Source: an optimization exercise on an open RTL-to-GDS flow (aim: small area, a short achievable clock period and few clock cycles). Production flows keep margins and buffers that such runs may drop.
Only simulation tests tie the RTL to the original design; equivalence was not proved.
Power and IR drop assume default switching activity.

== lane 1 ==
## ex_unit_top
module ex_unit_top (
    input  logic  clk,
    input  logic  rst,
    input  logic  req,
    input  rv_isa_pkg::word_t inst,
    input  rv_isa_pkg::word_t rs1_data,
    input  rv_isa_pkg::word_t rs2_data,
    input  rv_isa_pkg::word_t frs1_data,
    input  rv_isa_pkg::word_t frs2_data,
    output logic  ack,
    output logic  illegal,
    output rv_isa_pkg::word_t result
);
    logic              legal, is_fp, fp_ready;
    rv_isa_pkg::word_t alu_result, fp_result;
    logic [23:0]       fp_norm_in, fp_norm_out;
    logic [4:0]        fp_lz;
    ex_decode u_ex_decode (
        .inst  (inst),
        .legal (legal),
        .is_fp (is_fp)
    );
    int_alu u_int_alu (
        .inst        (inst),
        .rs1_data    (rs1_data),
        .rs2_data    (rs2_data),
        .fp_mode     (inst[6]),
        .fp_norm_in  (fp_norm_in),
        .fp_lz       (fp_lz),
        .alu_result  (alu_result),
        .fp_norm_out (fp_norm_out)
    );
    fp_adder u_fp_adder (
        .clk       (clk),
        .op_a      (frs1_data),
        .op_b      (frs2_data),
        .fp_sub    (inst[27]),
        .norm_in   (fp_norm_in),
        .lz        (fp_lz),
        .norm_out  (fp_norm_out),
        .fp_result (fp_result)
    );
    ex_result u_ex_result (
        .legal      (legal),
        .is_fp      (is_fp),
  ...
Size: ~2600 cells after synthesis, ~200 I/O pins, about 14000 µm² of cells after synthesis.
clock: 11.0 ns
lec_check: 0
abc_area: 1
cap_margin: 20
core_margin: 2
core_utilization: 50
setup_slack_margin: 2.5
slew_margin: 20
standard.sh (not shown) runs the stock make flow with config.mk's settings and CLKGATE_MAP_FILE= SYNTH_SCRIPT=/design/flow/synth_recipe.tcl, a recipe that flattens the netlist after the stock synthesis.
==> flow/flow/run.sh <==
#!/bin/bash
set -o pipefail
cp standard.sh standard_sh.txt
export BUFFER_PORTS_ARGS="-buffer_cell sky130_fd_sc_hd__buf_1"
export RECOVER_POWER=100
bash standard.sh > standard.log 2>&1
Status lane 1: flow complete, layout not clean - capacitance limit, slew limit
Testbench counts of lane 1, summed over its fixed seeds: cycles 27,666.
Inputs modified between lane 1 and lane 2:
==> flow/flow/run.sh <==
#!/bin/bash
set -o pipefail
cp standard.sh standard_sh.txt
export BUFFER_PORTS_ARGS="-buffer_cell sky130_fd_sc_hd__buf_1"
bash standard.sh > standard.log 2>&1
-- flow/config.mk --
<<< lane 1, line 11
export CORE_UTILIZATION = 50
export SETUP_SLACK_MARGIN = 2.5
export SLEW_MARGIN = 20
>>> lane 2, line 11
export CORE_UTILIZATION = 50
export SETUP_SLACK_MARGIN = 2.0
export SLEW_MARGIN = 20
Findings:
- Lane 2 finished every step from synthesis to the final layout, and the layout passed the timing, design-rule and antenna checks.
- Changes observed in lane 2 relative to lane 1: final net count went down about 0.6%; sequential share of power held; area overhead of the layout relative to synthesis went down 1.4 points; overall routed net length went down about 2.6%.
- On layout buffer count excluding clock buffers: lane 2 sits below lane 1.
- In the tables for lane 2 and lane 1, number of max-cap violations reads lower with lane 2.
- Total inserted antenna cells, lane 2 and lane 1, lower one = lane 1.
- Relative to lane 1, power per cell area has increased by 0.71 nW/µm² in lane 2.
- | design area | lane 2 vs lane 1 | 200 µm² lower |
- Summary of lane 2 over lane 1: worst slack on hold paths stayed essentially flat; met3 capacity usage during global routing stayed essentially flat.
For lane 3, these inputs were changed with respect to lane 2:
-- flow/config.mk --
<<< lane 2, line 7
export LEC_CHECK = 0
export ABC_AREA = 1
export CAP_MARGIN = 20
>>> lane 3, line 7
export LEC_CHECK = 0
export CAP_MARGIN = 20
<<< lane 2, line 11
export CORE_UTILIZATION = 50
export SETUP_SLACK_MARGIN = 2.0
export SLEW_MARGIN = 20
>>> lane 3, line 10
export CORE_UTILIZATION = 50
export SETUP_SLACK_MARGIN = 2.5
export SLEW_MARGIN = 20
--- outcome ---
First-pass iteration count of the detailed router (higher): lane 2
Summary of lane 3 over lane 2: largest fanout on the critical path saw a decrease, ratio of routed vias to standard cells saw an increase.
Core utilization was higher in the run labelled lane 3.
Compared to lane 2, lane 3 has minimum setup slack after placement 680 ps lower.
[compare] base=lane 2 new=lane 3: final area now sits higher; cell area power density now sits higher; total power after layout now sits higher.
Between lane 2 and lane 3, the sequential share of layout area is higher for lane 2.
Total wirelength of the detailed-routed design of lane 3 falls short of that of lane 2 by a few percent.
Cell type of the slowest stage on the worst timing path = sky130_fd_sc_hd__fa_2: lane 3; cell type of the slowest stage on the worst timing path = sky130_fd_sc_hd__nand2_1: lane 2
Lane 2 vs lane 3, largest family of logic cells by synthesized area: simple AND/OR/NAND/NOR gates vs compound AO/OA/AOI/OAI gates
> inputs changed (lane 3 -> lane 4)
-- flow/config.mk --
<<< lane 3, line 7
export LEC_CHECK = 0
export CAP_MARGIN = 20
export CORE_MARGIN = 2
export CORE_UTILIZATION = 50
export SETUP_SLACK_MARGIN = 2.5
>>> lane 4, line 7
export LEC_CHECK = 0
export ABC_AREA = 1
export CAP_MARGIN = 20
export CORE_MARGIN = 2
export CORE_UTILIZATION = 65
export SETUP_SLACK_MARGIN = 2.5
### Flow results
- Layout buffering overhead excluding clock cells (higher): lane 3
- The first-iteration DRC count in lane 4 sits about 40% above the value recorded for lane 3.
- Compared with lane 3, lane 4 shows count of non-filler cells in the finished layout higher by about 17%.
- Lane 4: arrival time at the worst endpoint is 300 ps lower than what lane 3 reported.
- Lane 4 vs lane 3 — number of logic inverters in the finished layout climbed by more than 100%
- Number of buffers added to fix hold violations after cts came out exactly the same in lane 3 and lane 4.
- Lane 4 against lane 3: synthesized area per cell moved down, clock-buffer cell count up 1.
- Measured against lane 3, the internal power of lane 4 comes out at 0.80 times the reference value.
- As of lane 4, wire length of the first global-routing pass had risen slightly compared to lane 3.

========
Setup of run A:
Another version of the RTL of ex_unit_top (not shown whole).
==> flow/config.mk <==
export PLATFORM = sky130hd
export DESIGN_NAME = ex_unit_top
export DESIGN_NICKNAME = ex_unit_top
export VERILOG_FILES = /design/flow/design.v
export SDC_FILE = /design/flow/constraint.sdc
export NUM_CORES = 4
export LEC_CHECK = 0
export ABC_AREA = 1
export CAP_MARGIN = 20
export CORE_MARGIN = 2
export CORE_UTILIZATION = 55
export SETUP_SLACK_MARGIN = 3.0
export SLEW_MARGIN = 20
==> flow/constraint.sdc <==
create_clock -name core_clock -period 11.0 [get_ports {clk}]
set_input_delay 2.2000 -clock core_clock [delete_from_list [all_inputs] [get_ports {clk}]]
set_output_delay 2.2000 -clock core_clock [all_outputs]
set_load 0.01 [all_outputs]
==> flow/flow/run.sh <==
#!/bin/bash
set -o pipefail
cp standard.sh standard_sh.txt
export BUFFER_PORTS_ARGS="-buffer_cell sky130_fd_sc_hd__buf_1"
bash standard.sh > standard.log 2>&1
Testbench counts of run A, summed over its fixed seeds: cycles 27,666.
The following lists how run B was set up differently from run A:
-- flow/config.mk --
<<< run A, line 11
export CORE_UTILIZATION = 55
>>> run B, line 11
export CORE_UTILIZATION = 50
Notes after the runs:
Per the final summary, run B finished and its layout is clean on timing, DRC and antenna. Compared with run A, run B shows a clock power share that is 0.2 points lower. Compared run B against run A; overall power consumption within noise. Proportion of layout cells with a drive suffix above 1: run B vs run A — no meaningful difference. Worst slew slack as a fraction of its limit, run B and run A, higher one = run A. Per the comparison of run B with run A, total number of vias shrank by 0.46%, count of buffers added by post-CTS timing repair for setup grew by 1. Comparing count of non-filler cells in the finished layout for run B and run A, the bigger number came from run B. Between run B and run A, the sequential share of cell area figures differ only marginally.
For run C, these inputs were changed with respect to run B:
-- flow/config.mk --
<<< run B, line 12
export SETUP_SLACK_MARGIN = 3.0
>>> run C, line 12
export SETUP_SLACK_MARGIN = 3.5
### Flow results
- Post-route fraction of the period consumed by the critical path in run C vs run B: down 2.3 points
- Run C | stages: all done | timing, DRC, antenna: all pass
- met2 wire length grows slightly when moving from run B to run C.
- First-pass GRT wire length of run C exceeds that of run B by a few percent.
- The post-route cell area of run C was inferior to that of run B.
- Higher count of inverters other than clock inverters in the layout was reported by run C, not run B.

re-timing with driven ports:
In the flow no input, the clock included, has a driving cell. The finished layouts below were timed again as built, in two steps. Step 1: set_driving_cell puts a clkbuf_16 on clk and a buf_2 on each other input, an assumption about the parent block. Step 2 adds t to the input delays and takes it off the output delays; t is the mean of the earliest and latest rising clock arrival at the registers after step 1. Input paths then give back, and output paths get back, about the clock's delay inside the block. Slacks: ideal ports / drivers / drivers and shift; pairs: ideal ports / drivers.
| run | t, ns | setup WS [ns] | worst slew at a driven data input, ns |
|---|---|---|---|
| lane 1 | 0.315 | 1.481 / 1.458 / 1.458 | 0.06 |
| lane 2 | 0.314 | 2.236 / 2.184 / 2.184 | 0.07 |
| lane 3 | 0.326 | 2.147 / 2.078 / 2.078 | 0.10 |
| lane 4 | 0.313 | 2.449 / 2.409 / 2.409 | 0.08 |
| run A | 0.324 | 3.084 / 3.056 / 3.029 | 0.07 |
| run B | 0.327 | 3.135 / 3.109 / 3.106 | 0.07 |
| run C | 0.332 | 3.390 / 3.331 / 3.331 | 0.06 |
For lane 3, which loses most, drivers alone change the setup slack by -0.069 ns; drivers and shift together by -0.069 ns.
